Background: an optimization exercise with open tools, aiming at small area, a short achievable clock period and few clock cycles. Do not read the settings as production practice. At most, simulation tests tie the RTL to the original design; equivalence was not proved. Power figures rest on the tool's default switching activity, not on a simulated workload.

==> module sched_top, before the edit <==
module sched_top (
    input  logic               clk,
    input  logic               rst,
    input  logic               in_req,
    input  logic [15:0]        in_insn,
    input  logic               out_ack,
    output logic               in_ack,
    output logic               out_req,
    output logic [26:0]        out_result
);
    logic [15:0] rf [8];
    logic [7:0]  rs1_q, rs2_q;      
    logic [5:0]  imm_q;             
    logic        lui_q;             
    logic        sub_q, and_q, xor_q;
    logic [2:0]  rd_q;
    logic        rst_q;             
    logic        s1_v;              
    logic        s2_v;              
    logic        full;              
    logic        acc;               
    logic        mv;                
    logic [15:0] p_q, g_q;          
    logic [2:0]  rd_p;              
    logic [3:0]  op;
    logic [15:0] a, b, bi, imm, p_d, g_d;
    logic [16:0] c;
    logic [15:0] pg_g [5];
    logic [15:0] pg_p [5];
    logic [15:0] sum;
    assign acc = in_req && !in_ack && !s1_v;
    assign mv  = s1_v && !s2_v && (!full || (out_req && out_ack));
    logic       d_def, d_reg, d_lui;
    logic [7:0] d_rs1, d_rs2;
    always_comb begin
        op    = in_insn[15:12];
        d_def = op == 4'h0 || op == 4'h1 || op == 4'h2 || op == 4'h3 || op == 4'h8 || op == 4'h9;
        d_reg = !op[3] && d_def;
        d_lui = op == 4'h9;
        d_rs1 = (d_def && !d_lui) ? (8'd1 << in_insn[8:6]) : 8'd0;
        d_rs2 = d_reg ? (8'd1 << in_insn[5:3]) : 8'd0;
    end
    always_comb begin
        a = '0;
        b = '0;
        for (int r = 0; r < 8; r++) begin
            a = a | (rf[r] & {16{rs1_q[r]}});
            b = b | (rf[r] & {16{rs2_q[r]}});
        end
        b = b | {imm_q & {6{lui_q}}, 4'd0, imm_q & {6{!lui_q}}};
        bi    = sub_q ? ~b : b;
        p_d   = and_q ? (a & b) : (a ^ bi);
        g_d   = (and_q || xor_q) ? 16'd0 : (a & bi);
        p_d[0] = and_q ? (a[0] & b[0]) : (a[0] ^ b[0]);
        g_d[0] = sub_q ? (a[0] | bi[0]) : g_d[0];
        pg_g[0] = g_q;
        pg_p[0] = p_q;
        for (int l = 1; l <= 4; l++) begin
            pg_g[l] = pg_g[l-1];
            pg_p[l] = pg_p[l-1];
            for (int i = 0; i < 16; i++) begin
                if (((i >> (l - 1)) & 1) == 1) begin
                    pg_g[l][i] = pg_g[l-1][i] | (pg_p[l-1][i] & pg_g[l-1][((i >> (l - 1)) << (l - 1)) - 1]);
                    pg_p[l][i] = pg_p[l-1][i] & pg_p[l-1][((i >> (l - 1)) << (l - 1)) - 1];
                end
            end
        end
        c   = {pg_g[4], 1'b0};
        sum = p_q ^ c[15:0];
    end
    always_ff @(posedge clk) begin
        if (rst) begin
            rs1_q <= '0;
            rs2_q <= '0;
            imm_q <= '0;
            lui_q <= 1'b0;
            sub_q <= 1'b0;
            and_q <= 1'b0;
            xor_q <= 1'b0;
        end else if (!s1_v) begin
            rs1_q <= d_rs1;
            rs2_q <= d_rs2;
            imm_q <= (op == 4'h8 || d_lui) ? in_insn[5:0] : 6'd0;
            lui_q <= d_lui;
            sub_q <= op == 4'h1;
            and_q <= op == 4'h2;
            xor_q <= op == 4'h3;
        end
    end
    always_ff @(posedge clk) begin
        if (!s1_v) rd_q <= in_insn[11:9];
    end
    always_ff @(posedge clk) begin
        if (rst) begin
            p_q   <= 16'd0;
            g_q   <= 16'd0;
        end else if (mv) begin
            p_q   <= p_d;
            g_q   <= g_d;
            rd_p  <= rd_q;
        end
        rst_q <= rst;
    end
    always_ff @(posedge clk) begin
        for (int r = 0; r < 8; r++) begin
            if (rst_q || (s2_v && rd_p == 3'(r))) rf[r] <= sum;
        end
    end
    always_ff @(posedge clk) begin
        if (rst) begin
            in_ack            <= 1'b0;
            s1_v              <= 1'b0;
            s2_v              <= 1'b0;
            full              <= 1'b0;
            out_req           <= 1'b0;
        end else begin
            if (acc)                    in_ack <= 1'b1;
            else if (in_ack && !in_req) in_ack <= 1'b0;
            if (acc)     s1_v <= 1'b1;
            else if (mv) s1_v <= 1'b0;
            s2_v <= mv;
            if (s2_v) begin
                full              <= 1'b1;
                out_req           <= !out_ack;
            end else if (out_req && out_ack) begin
                full    <= 1'b0;
                out_req <= 1'b0;
            end else if (full && !out_req && !out_ack) begin
                out_req <= 1'b1;
            end
        end
    end
    always_ff @(posedge clk) begin
        if (rst) out_result[26:19] <= 8'hff;        
        else     out_result[26:19] <= out_result[26:19] + {7'd0, s2_v};
        out_result[18:0] <= {rd_p, sum};
    end
endmodule
Settings: LEC_CHECK=0, ABC_CLOCK_PERIOD_IN_PS=2400, CAP_MARGIN=20, CORE_MARGIN=2, CORE_UTILIZATION=75, CTS_BUF_LIST=sky130_fd_sc_hd__clkbuf_8, CTS_CLUSTER_DIAMETER=60, CTS_CLUSTER_SIZE=15, SETUP_SLACK_MARGIN=4.6, SLEW_MARGIN=60; clock period 7.0 ns.
standard.sh (not shown) runs the stock make flow with config.mk's settings and CLKGATE_MAP_FILE= SYNTH_SCRIPT=/design/flow/synth_recipe.tcl, a recipe that flattens the netlist after the stock synthesis.
==> flow/flow/run.sh <==
#!/bin/bash
# The standard ORFS layout (the standard.sh, with config.mk's settings),
# changed in two ways through ORFS's own variables:
#  - ports are buffered with buf_4 rather than the delay cell buffer_ports
#    picks by default (footprint matching then keeps that cell from being
#    resized into a plain buffer);
#  - clock tree synthesis adds no dummy loads.
set -euo pipefail
export BUFFER_PORTS_ARGS="-buffer_cell sky130_fd_sc_hd__buf_4"
export CTS_ARGS="-sink_clustering_enable -repair_clock_nets -dont_use_dummy_load -buf_list sky130_fd_sc_hd__clkbuf_8 -sink_clustering_size 15 -sink_clustering_max_diameter 60"
bash standard.sh > standard.log 2>&1
Change:
--- a/flow/design.v
+++ b/flow/design.v
@@ -63,9 +63,11 @@
     logic        acc;               
     logic        mv;                
     logic [15:0] p_q, g_q;          
+    logic        cin_q;
     logic [2:0]  rd_p;              
     logic [3:0]  op;
-    logic [15:0] a, b, bi, imm, p_d, g_d;
+    logic [15:0] a, b, imm, p_d, g_d;
+    logic        cin_d;
     logic [16:0] c;
     logic [15:0] pg_g [5];
     logic [15:0] pg_p [5];
@@ -90,11 +92,11 @@
             b = b | (rf[r] & {16{rs2_q[r]}});
         end
         b = b | {imm_q & {6{lui_q}}, 4'd0, imm_q & {6{!lui_q}}};
-        bi    = sub_q ? ~b : b;
-        p_d   = and_q ? (a & b) : (a ^ bi);
-        g_d   = (and_q || xor_q) ? 16'd0 : (a & bi);
-        p_d[0] = and_q ? (a[0] & b[0]) : (a[0] ^ b[0]);
-        g_d[0] = sub_q ? (a[0] | bi[0]) : g_d[0];
+        if (sub_q) b = ~b;
+        p_d   = and_q ? (a & b) : (a ^ b);
+        g_d   = (and_q || xor_q) ? 16'd0 : (a & b);
+        cin_d = sub_q;
+        g_d[0] = sub_q ? (a[0] | b[0]) : g_d[0];
         pg_g[0] = g_q;
         pg_p[0] = p_q;
         for (int l = 1; l <= 4; l++) begin
@@ -107,7 +109,7 @@
                 end
             end
         end
-        c   = {pg_g[4], 1'b0};
+        c   = {pg_g[4], cin_q};
         sum = p_q ^ c[15:0];
     end
     always_ff @(posedge clk) begin
@@ -136,9 +138,11 @@
         if (rst) begin
             p_q   <= 16'd0;
             g_q   <= 16'd0;
+            cin_q <= 1'b0;
         end else if (mv) begin
             p_q   <= p_d;
             g_q   <= g_d;
+            cin_q <= cin_d;
             rd_p  <= rd_q;
         end
         rst_q <= rst;
What happened: Via count is lower by 4.0%; hold slack got worse by 0.020 ns; total power decreases by 0.55%; sequential power barely changes; cell area went down by 0.42%; count of clock-buffer cells in the layout does not change; cell count goes down by 2.5%; routed wire length falls by 3.3%; setup slack improved by 0.012 ns; combinational power falls by about 6%; non-clock buffer count went down by 5; sequential share of layout area grows by 0.51 points; synthesized cell count came out lower by 2.7%.
Testbench counts after the change, summed over its fixed seeds: cycles 6,408.
Only the layout flow was run in the first run of this note; the RTL was not checked for function there.

========
Setup of rev 12:
Another version of the RTL of sched_top (not shown whole).
For scale: roughly 690 cells after synthesis, ~230 flip-flops, about 49 I/O pins, roughly 9300 µm² of cells after synthesis.
==> module sched_top, before the edit <==
module sched_top (
    input  logic               clk,
    input  logic               rst,
    input  logic               in_req,
    input  logic [15:0]        in_insn,
    input  logic               out_ack,
    output logic               in_ack,
    output logic               out_req,
    output logic [26:0]        out_result
);
    logic [15:0] rf [8];
    logic [7:0]  rs1_q, rs2_q;      
    logic [5:0]  imm_q;             
    logic        lui_q;             
    logic        sub_q, and_q, xor_q;
    logic [2:0]  rd_q;
    logic        rst_q;             
    logic        s1_v;              
    logic        s2_v;              
    logic        full;              
    logic        acc;               
    logic        mv;                
    logic [15:0] p_q, g_q;          
    logic        cin_q;
    logic [2:0]  rd_p;              
    logic [3:0]  op;
    logic [15:0] a, b, imm, p_d, g_d;
    logic        cin_d;
    logic [16:0] c;
    logic [15:0] pg_g [5];
    logic [15:0] pg_p [5];
    logic [15:0] sum;
    assign acc = in_req && !in_ack && !s1_v;
    assign mv  = s1_v && !s2_v && (!full || (out_req && out_ack));
    logic       d_def, d_reg, d_lui;
    logic [7:0] d_rs1, d_rs2;
    always_comb begin
        op    = in_insn[15:12];
        d_def = op == 4'h0 || op == 4'h1 || op == 4'h2 || op == 4'h3 || op == 4'h8 || op == 4'h9;
        d_reg = !op[3] && d_def;
        d_lui = op == 4'h9;
        d_rs1 = (d_def && !d_lui) ? (8'd1 << in_insn[8:6]) : 8'd0;
        d_rs2 = d_reg ? (8'd1 << in_insn[5:3]) : 8'd0;
    end
    always_comb begin
        a = '0;
        b = '0;
        for (int r = 0; r < 8; r++) begin
            a = a | (rf[r] & {16{rs1_q[r]}});
            b = b | (rf[r] & {16{rs2_q[r]}});
        end
        b = b | {imm_q & {6{lui_q}}, 4'd0, imm_q & {6{!lui_q}}};
        if (sub_q) b = ~b;
        p_d   = and_q ? (a & b) : (a ^ b);
        g_d   = (and_q || xor_q) ? 16'd0 : (a & b);
        cin_d = sub_q;
        g_d[0] = g_d[0] | (p_d[0] & cin_d);   
        pg_g[0] = g_q;
        pg_p[0] = p_q;
        for (int l = 1; l <= 4; l++) begin
            pg_g[l] = pg_g[l-1];
            pg_p[l] = pg_p[l-1];
            for (int i = 0; i < 16; i++) begin
                if (((i >> (l - 1)) & 1) == 1) begin
                    pg_g[l][i] = pg_g[l-1][i] | (pg_p[l-1][i] & pg_g[l-1][((i >> (l - 1)) << (l - 1)) - 1]);
                    pg_p[l][i] = pg_p[l-1][i] & pg_p[l-1][((i >> (l - 1)) << (l - 1)) - 1];
                end
            end
        end
        c   = {pg_g[4], cin_q};
        sum = p_q ^ c[15:0];
    end
    always_ff @(posedge clk) begin
        if (!s1_v) begin
            rs1_q <= d_rs1;
            rs2_q <= d_rs2;
            imm_q <= (op == 4'h8 || d_lui) ? in_insn[5:0] : 6'd0;
            lui_q <= d_lui;
            sub_q <= op == 4'h1;
            and_q <= op == 4'h2;
            xor_q <= op == 4'h3;
            rd_q  <= in_insn[11:9];
        end
    end
    always_ff @(posedge clk) begin
        if (rst) begin
            p_q   <= 16'd0;
            g_q   <= 16'd0;
            cin_q <= 1'b0;
        end else if (mv) begin
            p_q   <= p_d;
            g_q   <= g_d;
            cin_q <= cin_d;
            rd_p  <= rd_q;
        end
        rst_q <= rst;
    end
    always_ff @(posedge clk) begin
        for (int r = 0; r < 8; r++) begin
            if (rst_q || (s2_v && rd_p == 3'(r))) rf[r] <= sum;
        end
    end
    always_ff @(posedge clk) begin
        if (rst) begin
            in_ack            <= 1'b0;
            s1_v              <= 1'b0;
            s2_v              <= 1'b0;
            full              <= 1'b0;
            out_req           <= 1'b0;
        end else begin
            if (acc)                    in_ack <= 1'b1;
            else if (in_ack && !in_req) in_ack <= 1'b0;
            if (acc)     s1_v <= 1'b1;
            else if (mv) s1_v <= 1'b0;
            s2_v <= mv;
            if (s2_v) begin
                full              <= 1'b1;
                out_req           <= !out_ack;
            end else if (out_req && out_ack) begin
                full    <= 1'b0;
                out_req <= 1'b0;
            end else if (full && !out_req && !out_ack) begin
                out_req <= 1'b1;
            end
        end
    end
    always_ff @(posedge clk) begin
        if (rst) out_result[26:19] <= 8'hff;        
        else     out_result[26:19] <= out_result[26:19] + {7'd0, s2_v};
        out_result[18:0] <= {rd_p, sum};
    end
endmodule
export LEC_CHECK = 0
export ABC_CLOCK_PERIOD_IN_PS = 2400
export CAP_MARGIN = 20
export CORE_MARGIN = 2
export CORE_UTILIZATION = 65
export CTS_BUF_LIST = sky130_fd_sc_hd__clkbuf_8
export CTS_CLUSTER_DIAMETER = 60
export CTS_CLUSTER_SIZE = 15
export SETUP_SLACK_MARGIN = 4.6
export SLEW_MARGIN = 20
create_clock -name core_clock -period 7.0 [get_ports {clk}]
run.sh (not shown) runs the stock make flow with config.mk's settings and CLKGATE_MAP_FILE= SYNTH_SCRIPT=/design/flow/synth_recipe.tcl, a recipe that flattens the netlist after the stock synthesis.
Stock flow here: none of the scripts above is used.
Rev 12 ran to completion and came out clean on the timing, DRC and antenna checks.
Relative to rev 12, the following input files were edited for rev 13:
-- flow/design.v --
<<< rev 12, line 65
    logic [15:0] p_q, g_q;          
    logic        cin_q;
    logic [2:0]  rd_p;              
    logic [3:0]  op;
    logic [15:0] a, b, imm, p_d, g_d;
>>> rev 13, line 65
    logic [15:0] p_q, g_q;          
    logic        cin_q;
    logic [3:0]  op;
    logic [15:0] a, b, imm, p_d, g_d;
<<< rev 12, line 126
    end
    always_ff @(posedge clk) begin
        if (rst) begin
            p_q   <= 16'd0;
            g_q   <= 16'd0;
            cin_q <= 1'b0;
        end else if (mv) begin
            p_q   <= p_d;
            g_q   <= g_d;
            cin_q <= cin_d;
            rd_p  <= rd_q;
        end
        rst_q <= rst;
    end
    always_ff @(posedge clk) begin
        for (int r = 0; r < 8; r++) begin
            if (rst_q || (s2_v && rd_p == 3'(r))) rf[r] <= sum;
        end
    end
>>> rev 13, line 125
    end
    always_ff @(posedge clk) begin
        p_q   <= rst ? 16'd0 : p_d;
        g_q   <= rst ? 16'd0 : g_d;
        cin_q <= rst ? 1'b0  : cin_d;
        rst_q <= rst;
    end
    always_ff @(posedge clk) begin
        for (int r = 0; r < 8; r++) begin
            if (rst_q || (s2_v && out_result[18:16] == 3'(r))) rf[r] <= sum;
        end
    end
<<< rev 12, line 150
            full              <= 1'b0;
            out_req           <= 1'b0;
        end else begin
            if (acc)                    in_ack <= 1'b1;
>>> rev 13, line 142
            full              <= 1'b0;
            out_req           <= 1'b0;
            out_result[26:19] <= 8'hff;             
        end else begin
            if (acc)                    in_ack <= 1'b1;
<<< rev 12, line 159
                full              <= 1'b1;
                out_req           <= !out_ack;
            end else if (out_req && out_ack) begin
                full    <= 1'b0;
>>> rev 13, line 152
                full              <= 1'b1;
                out_req           <= !out_ack;
                out_result[26:19] <= out_result[26:19] + 8'd1;
            end else if (out_req && out_ack) begin
                full    <= 1'b0;
<<< rev 12, line 168
    end
    always_ff @(posedge clk) begin
        if (rst) out_result[26:19] <= 8'hff;        
        else     out_result[26:19] <= out_result[26:19] + {7'd0, s2_v};
        out_result[18:0] <= {rd_p, sum};
    end
endmodule
>>> rev 13, line 162
    end
    always_ff @(posedge clk) begin
        if (mv)   out_result[18:16] <= rd_q;
        if (s2_v) out_result[15:0]  <= sum;
    end
endmodule
- The proportion of cell area spent on the clock network number comes out higher for rev 12 vs rev 13.
- Between rev 13 and rev 12, footprint of the multi-input gates is higher for rev 12, rev 13 comes in under that.
- In the metrics for rev 13 and rev 12, the one carrying the higher critical path depth is rev 12.
- Met3 routed wirelength: higher on rev 13
- Between rev 12 and rev 13, the flow reports violation count after the first detailed-routing iteration increasing by more than 10%.
- From rev 12 to rev 13 the numbers moved as follows: clock network power fell by about 9%; die area increased by 0.56% relative to the old numbers; register-to-register slack rose 0.15 ns.
- Share of total power in the clock network ends up higher on rev 12.
- Going from rev 12 to rev 13, final instance area shrank slightly.
- Compared with rev 12, rev 13 shows a final total power that is 29% higher.
- In the reports for rev 13 and rev 12, the larger total via count in the routed design belongs to rev 13.
- In rev 13, synthesized cell count is lower than in rev 12.
Testbench counts of rev 13, summed over its fixed seeds: cycles 6,408.
The RTL of rev 12 was laid out without a check of its function.

-- separate check: timing with driven ports --
No port has a modelled driver above. Below, the same layouts with a new extraction and two added sets of constraints. Step 1 assumes that a clkbuf_16 drives the clock port and a buf_2 every other input. Step 2 adds t to the input delays and takes it off the output delays; t is the mean of the earliest and latest rising clock arrival at the registers after step 1. Input paths then give back, and output paths get back, about the clock's delay inside the block. Slacks: ideal / step 1 / step 2; pairs: ideal / step 1.
run | t (ns) | slack for setup (ns) | worst setup path at the end | slew at the worst register clock pin (ns) | worst slew at a driven data input, ns
the first run of note 1 | 0.544 | 4.605 / 4.566 / 4.126 | input to register | 0.10 / 0.10 | 0.06
the second run of note 1 | 0.534 | 4.617 / 4.582 / 4.171 | input to register | 0.10 / 0.10 | 0.04
rev 12 | 0.557 | 4.592 / 4.575 / 4.163 | input to register | 0.10 / 0.10 | 0.04
rev 13 | 0.549 | 4.507 / 4.471 / 4.120 | input to register | 0.11 / 0.11 | 0.04
After both steps setup and hold are still met in every run listed. For the first run of note 1, which loses most, drivers alone change the setup slack by -0.039 ns; drivers and shift together by -0.479 ns.
